This design comes from an exercise in tuning for small area, a short achievable clock period and few clock cycles per item on the open sky130 flow, not from production work.
In this exercise RTL edits were held to simulation tests only and were not proved equivalent to the original.

==> flow/design.v, too long to show whole: its modules and the start of the top module <==
// module cdd_pipe_ctrl: 25 lines
// module cdd_stage1: 1174 lines
// module cdd_stage2: 624 lines
// module cdd_final: 514 lines
// module cdd_clean: 40 lines
// module calendar_date_difference: 88 lines
module calendar_date_difference (
  input  logic                           clk_i,
  input  logic                           rst_ni,
  input  logic                           in_valid_i,
  output logic                           in_ready_o,
  input  logic [cdd_pkg::YEAR_W-1:0]     first_year_i,
  input  logic [cdd_pkg::MONTH_W-1:0]    first_month_i,
  input  logic [cdd_pkg::DAY_W-1:0]      first_day_i,
  input  logic [cdd_pkg::YEAR_W-1:0]     second_year_i,
  input  logic [cdd_pkg::MONTH_W-1:0]    second_month_i,
  input  logic [cdd_pkg::DAY_W-1:0]      second_day_i,
  output logic                           out_valid_o,
  input  logic                           out_ready_i,
  output logic [cdd_pkg::DIFF_W-1:0]     day_difference_o
);
  // ...
==> flow/flow/run.sh <==
#!/bin/bash
# Layout flow: the standard flow (standard.sh), with one change: the
# buffers that buffer_ports puts on every input and output port are
# sky130_fd_sc_hd__buf_2 instead of the cell OpenROAD picks by default.
set -euo pipefail
export BUFFER_PORTS_ARGS="-buffer_cell sky130_fd_sc_hd__buf_2"
bash standard.sh finish > standard_flow.log 2>&1
==> flow/standard.sh <==
#!/bin/bash
# synth_recipe.tcl (not shown) runs the flow's synth.tcl, then flattens the netlist and writes it again
# the make line also repeats each setting of config.mk as NAME=value (left out here)
make -C /OpenROAD-flow-scripts/flow DESIGN_CONFIG=/design/flow/config.mk WORK_HOME=/design/flow/orfs CLKGATE_MAP_FILE= SYNTH_SCRIPT=/design/flow/synth_recipe.tcl "${@:-finish}"
==> flow/config.mk <==
export PLATFORM = sky130hd
export DESIGN_NAME = calendar_date_difference
export DESIGN_NICKNAME = calendar_date_difference
export VERILOG_FILES = /design/flow/design.v
export SDC_FILE = /design/flow/constraint.sdc
export NUM_CORES = 4
export LEC_CHECK = 0
export CAP_MARGIN = 20
export CORE_MARGIN = 2
export CORE_UTILIZATION = 40
export SETUP_SLACK_MARGIN = 2.7
export SLEW_MARGIN = 20
==> flow/constraint.sdc <==
create_clock -name core_clock -period 7.0 [get_ports {clk_i}]
set_input_delay 1.4000 -clock core_clock [delete_from_list [all_inputs] [get_ports {clk_i}]]
set_output_delay 1.4000 -clock core_clock [all_outputs]
set_load 0.01 [all_outputs]
==> results.tsv, run 1 <==
metric	value	unit
multi-input logic portion of the cell area	0.599	
biggest regs	cs_q (44), dt_q (12)	
crit path from	cs_q[2]$_DFFE_PP_	
setup bufs post-CTS	4	
sequential cell area share	0.221	
Global Route Usage Sum	0.163	
nets@finish	1609	
final worst setup slack	2.71	ns
PortBufs	73	
synth top area cells	edfxtp_1 24%, fa_1 21%, ha_1 16%	
DR pass1 iterations	5	
Final min period	4.29	ns
DR vias	8137	
count of plain and timing-repair buffers	100	
CP Capture Type	output pin	
Compound-Gate Fraction of Synth Area	0.116	
Setup crit end	day_difference_o[20]	
largest family of logic cells by synthesized area	adder cells	
inverter count	274	
Clock Tree Buf Depth	2	
status	complete, no violations	
drt total wl	24500	µm
Util after Layout	0.461	
multi-input logic area	0.00797	mm²
post-place setup slack	2.15	ns
Yosys reg bits	98	
leading cell type in the layout, fill and taps excluded	inv_1	
Layout clock buffers	11	
fin. max-slew vios	0	
area share of the largest cell type after synthesis	0.245	
Testbench counts, summed over its fixed seeds: cycles 24,016, items 24,000.
==> run 2, diff against run 1 <==
==> flow/flow/run.sh (replaced) <==
#!/bin/bash
# Layout flow: the standard flow (standard.sh), with one change: the
# buffers that buffer_ports puts on every input and output port are
# sky130_fd_sc_hd__buf_1 instead of the cell OpenROAD picks by default.
set -euo pipefail
export BUFFER_PORTS_ARGS="-buffer_cell sky130_fd_sc_hd__buf_1"
bash standard.sh finish > standard_flow.log 2>&1
--- a/flow/config.mk
+++ b/flow/config.mk
@@ -9,4 +9,4 @@
 export CORE_MARGIN = 2
 export CORE_UTILIZATION = 40
-export SETUP_SLACK_MARGIN = 2.7
+export SETUP_SLACK_MARGIN = 2.6
 export SLEW_MARGIN = 20
==> run 2 against run 1 <==
Still clean on timing, DRC and antenna. Fmax shrank 0.51%. Synthesized cell count is the same. Global-route usage grew 0.14 points. Critical path depth grew 1. Via count shrank 0.79%.
==> results.tsv, run 2 <==
metric	value	unit	change
status	complete, no violations		unchanged
Final Hold Viols	0		unchanged
Global Route Usage Sum	0.165		was 0.163
Setup crit end	ca_q[6]$_SDFFCE_PP0P_		was day_difference_o[20]
GR Util met3	0.0143		was 0.0201
leading cell type in the layout, fill and taps excluded	inv_1		unchanged
average size of a mapped cell	9.69	µm²	unchanged
async set-reset flop share out of synthesis	0.0204		unchanged
first-pass GRT wire length	40600	µm	was 40200 µm
PortBufs	73		unchanged
DRT iter0 DRCs	470		was 438
layer with the highest usage	met2		unchanged
CTS Hold Bufs	0		unchanged
drt drc	0		unchanged
CP Capture Type	register		was output pin
Worst R2R Start	ga_q$_DFFE_PP_		was gb_q$_DFFE_PP_
global route total overflow	0		unchanged
distinct cell type count after synthesis	57		unchanged
Final ANT Viol Nets	0		unchanged
DR vias	8073		was 8137
hold_ws	0.469	ns	was 0.477 ns
max cap viols	0		unchanged
antenna violations before repair	0		unchanged
worst skew pair latency	0.34	ns	was 0.35 ns
crit path launch type	primary input		was register
Final Non-Filler Cells	1666		was 1677
largest family of logic cells by synthesized area	adder cells		unchanged
hold crit path type	reg2reg		unchanged
die area	0.0309	mm²	unchanged
routability cong.	0.880		was 0.899
Setup Viol. Count Final	0		unchanged
Tcrit/Tclk final	0.616		was 0.613
filler instances	2811		was 2802
Yosys reg bits	98		unchanged
Ant. Diodes	0		unchanged
Post-synth EDFFs	96		unchanged
WL/cell	14.7	µm	was 14.6 µm
# rows	62		unchanged
most frequent cells in the layout	264 x inv_1, 139 x ha_1, 121 x fa_1		was 265 x inv_1, 136 x ha_1, 119 x fa_1
worst rel slew slack	0.326		was 0.311
hold path cells	1		unchanged
area added between synthesis and finish	10.6	%	was 12.8%
Post-Synth XOR/XNOR Area	0.0505		unchanged
synth warn	4		unchanged
CTS Buf Count	9		unchanged
drt total wl	24600	µm	was 24500 µm
io pins	74		unchanged
worst slew pin tran	1.01	ns	was 1.03 ns
Largest register FFs	44		unchanged
CTS tree	done		unchanged
Simple-Gate Fraction of Synth Area	0.0941		unchanged
vias in the first global route	8099		was 8019
biggest regs	cs_q (44), dt_q (12)		unchanged
clock slew at reported path FFs	0.06	ns	was 0.07 ns
top cells by count, synth	274 x inv_1, 148 x ha_1, 123 x fa_1		unchanged
crit path kind	in2reg		was reg2out
most frequent cell after synthesis	inv_1		unchanged
critical path arrival	4.39	ns	was 2.89 ns
chip height	176	µm	unchanged
largest net degree at the start of global routing	55		unchanged
synthesized net count	1538		unchanged
Clock Tree Buf Depth	2		unchanged
Util after Layout	0.452		was 0.461
unrepaired setup endpoints after global routing	true		unchanged
fin. max-slew vios	0		unchanged
Adder-Cell Fraction of Synth Area	0.366		unchanged
Compound-Gate Fraction of Synth Area	0.116		unchanged
sequential area share after synthesis	0.249		unchanged
Cell Area, Synth	0.0118	mm²	unchanged
setup TNS	0	ns	unchanged
R2R depth	10		was 11
DR pass1 iterations	4		was 5
dpl cells	1638		unchanged
Synth Flop Type	edfxtp_1		unchanged
Critical Path RT	7.08	ns	was 5.60 ns
HPWL Detailed	20800	µm	was 20500 µm
H-tree depth	3		unchanged
RR Endpoint	cs_q[11]$_DFFE_PP_		unchanged
share of cells above drive strength 1	0.0866		was 0.146
Biggest register	cs_q		unchanged
Max Clk Rate	232	MHz	was 233 MHz
effective utilization at floorplan	0.409		unchanged
Root Buffer	clkbuf_16		unchanged
nets@finish	1598		was 1609
post-synthesis mux area share	0.0172		unchanged
Die Wd	176	µm	unchanged
leading area contributor after synthesis	edfxtp_1		unchanged
met1 GRT Util	0.238		was 0.235
DR vias/cell	4.85		about the same
Max FO, Critical Path	4		was 5
Final min period	4.31	ns	was 4.29 ns
clock sinks	98		unchanged
Post-Syn Instances	1217		unchanged
core area	0.0289	mm²	unchanged
min-delay src	u_ctrl.v1_q$_DFFE_PN0P_		unchanged
crit path from	first_year_i[2]		was cs_q[2]$_DFFE_PP_
Clock Skews	0.00804	ns	was 0.00725 ns
area share of the largest cell type after synthesis	0.245		unchanged
routing usage on met2	0.267		was 0.257
R2R setup slack	2.74	ns	was 2.83 ns
synth top area cells	edfxtp_1 24%, fa_1 21%, ha_1 16%		unchanged
run 2: critical path, cell delays in order:
cell and delay, ns:
buf_2 0.14, fa_1 0.50, fa_1 0.56, ha_4 0.22
a21o_1 0.17, a221o_1 0.36, o31a_1 0.30, a221o_1 0.34
a21oi_2 0.17, xnor2_1 0.14, a21oi_1 0.09
run 2: timing repair:
action                                  4_1_cts  5_1_grt
resized for setup                            27       57
pin swaps                                     8       11
setup buffers                                 7        5
endpoints found under the setup margin       33       42
run 2: cell families (layout without fill, tap and decap cells):
kind of cell | Yosys count | after routing
simple gates | 231 | 231
mux | 19 | 19
fa+ha+maj | 271 | 271
compound gates | 216 | 216
flops | 98 | 98
buf+inv | 314 | 379
xor+xnor | 68 | 68
run 2: metal layers:
layer | wire length (µm) | up-vias | share of wire
li1 | - | 4108 | -
met1 | 12300 | 3831 | 0.50
met2 | 11300 | 120 | 0.46
met3 | 669 | 14 | 0.027
met4 | 321 | 0 | 0.013
met5 | 0 | - | 0
run 2: cell type report:
type / instances / area [µm²] / area share
well taps: 384 / 480 / 0.0368
clock buffers: 14 / 264 / 0.0202
inverters: 274 / 1030 / 0.0789
clock inverters: 2 / 35.0 / 0.00269
flip-flops and latches: 98 / 2930 / 0.225
repair buffers: 89 / 440 / 0.0338
multi-input cells: 805 / 7860 / 0.603
run 2: how the worst min path moves through the flow:
stage                              endpoint
floorplan           u_ctrl.v2_q$_DFFE_PN0P_
global placement    u_ctrl.v2_q$_DFFE_PN0P_
detailed placement  u_ctrl.v2_q$_DFFE_PN0P_
CTS                 u_ctrl.v2_q$_DFFE_PN0P_
global route        u_ctrl.v2_q$_DFFE_PN0P_
finish              u_ctrl.v2_q$_DFFE_PN0P_
run 2: through the flow:
stage               setup slack [ns]  area [µm²]
floorplan                       2.54       11800
global placement                1.93       12400
detailed placement              1.95       12400
CTS                             2.61       12800
global route                    2.56       13000
finish                          2.69       13000

[afterwards: timing with drivers on the ports]
How much do the figures lean on ideal ports? The routed layouts below were timed once more, with nothing changed but the port constraints.
Step 1 sets driving cells, clkbuf_16 on the clock port and buf_2 on the other inputs (assumed; they add their load-dependent delay and slew).
Step 2 times the ports against the registers' clock, not the clock port: input delays grow and output delays shrink by t, the midpoint of the rising clock arrivals with the driver on.
a / b / c = ideal ports / drivers / drivers and shift; a / b = the first two.
run | t (ns) | slack for setup (ns) | cell pins on the clock port's net
run 1 | 0.392 | 2.709 / 2.664 / 2.388 | 1
run 2 | 0.383 | 2.687 / 2.674 / 2.327 | 1
After both steps setup and hold are still met in every run listed. For run 2, which loses most, drivers alone change the setup slack by -0.013 ns; drivers and shift together by -0.360 ns.
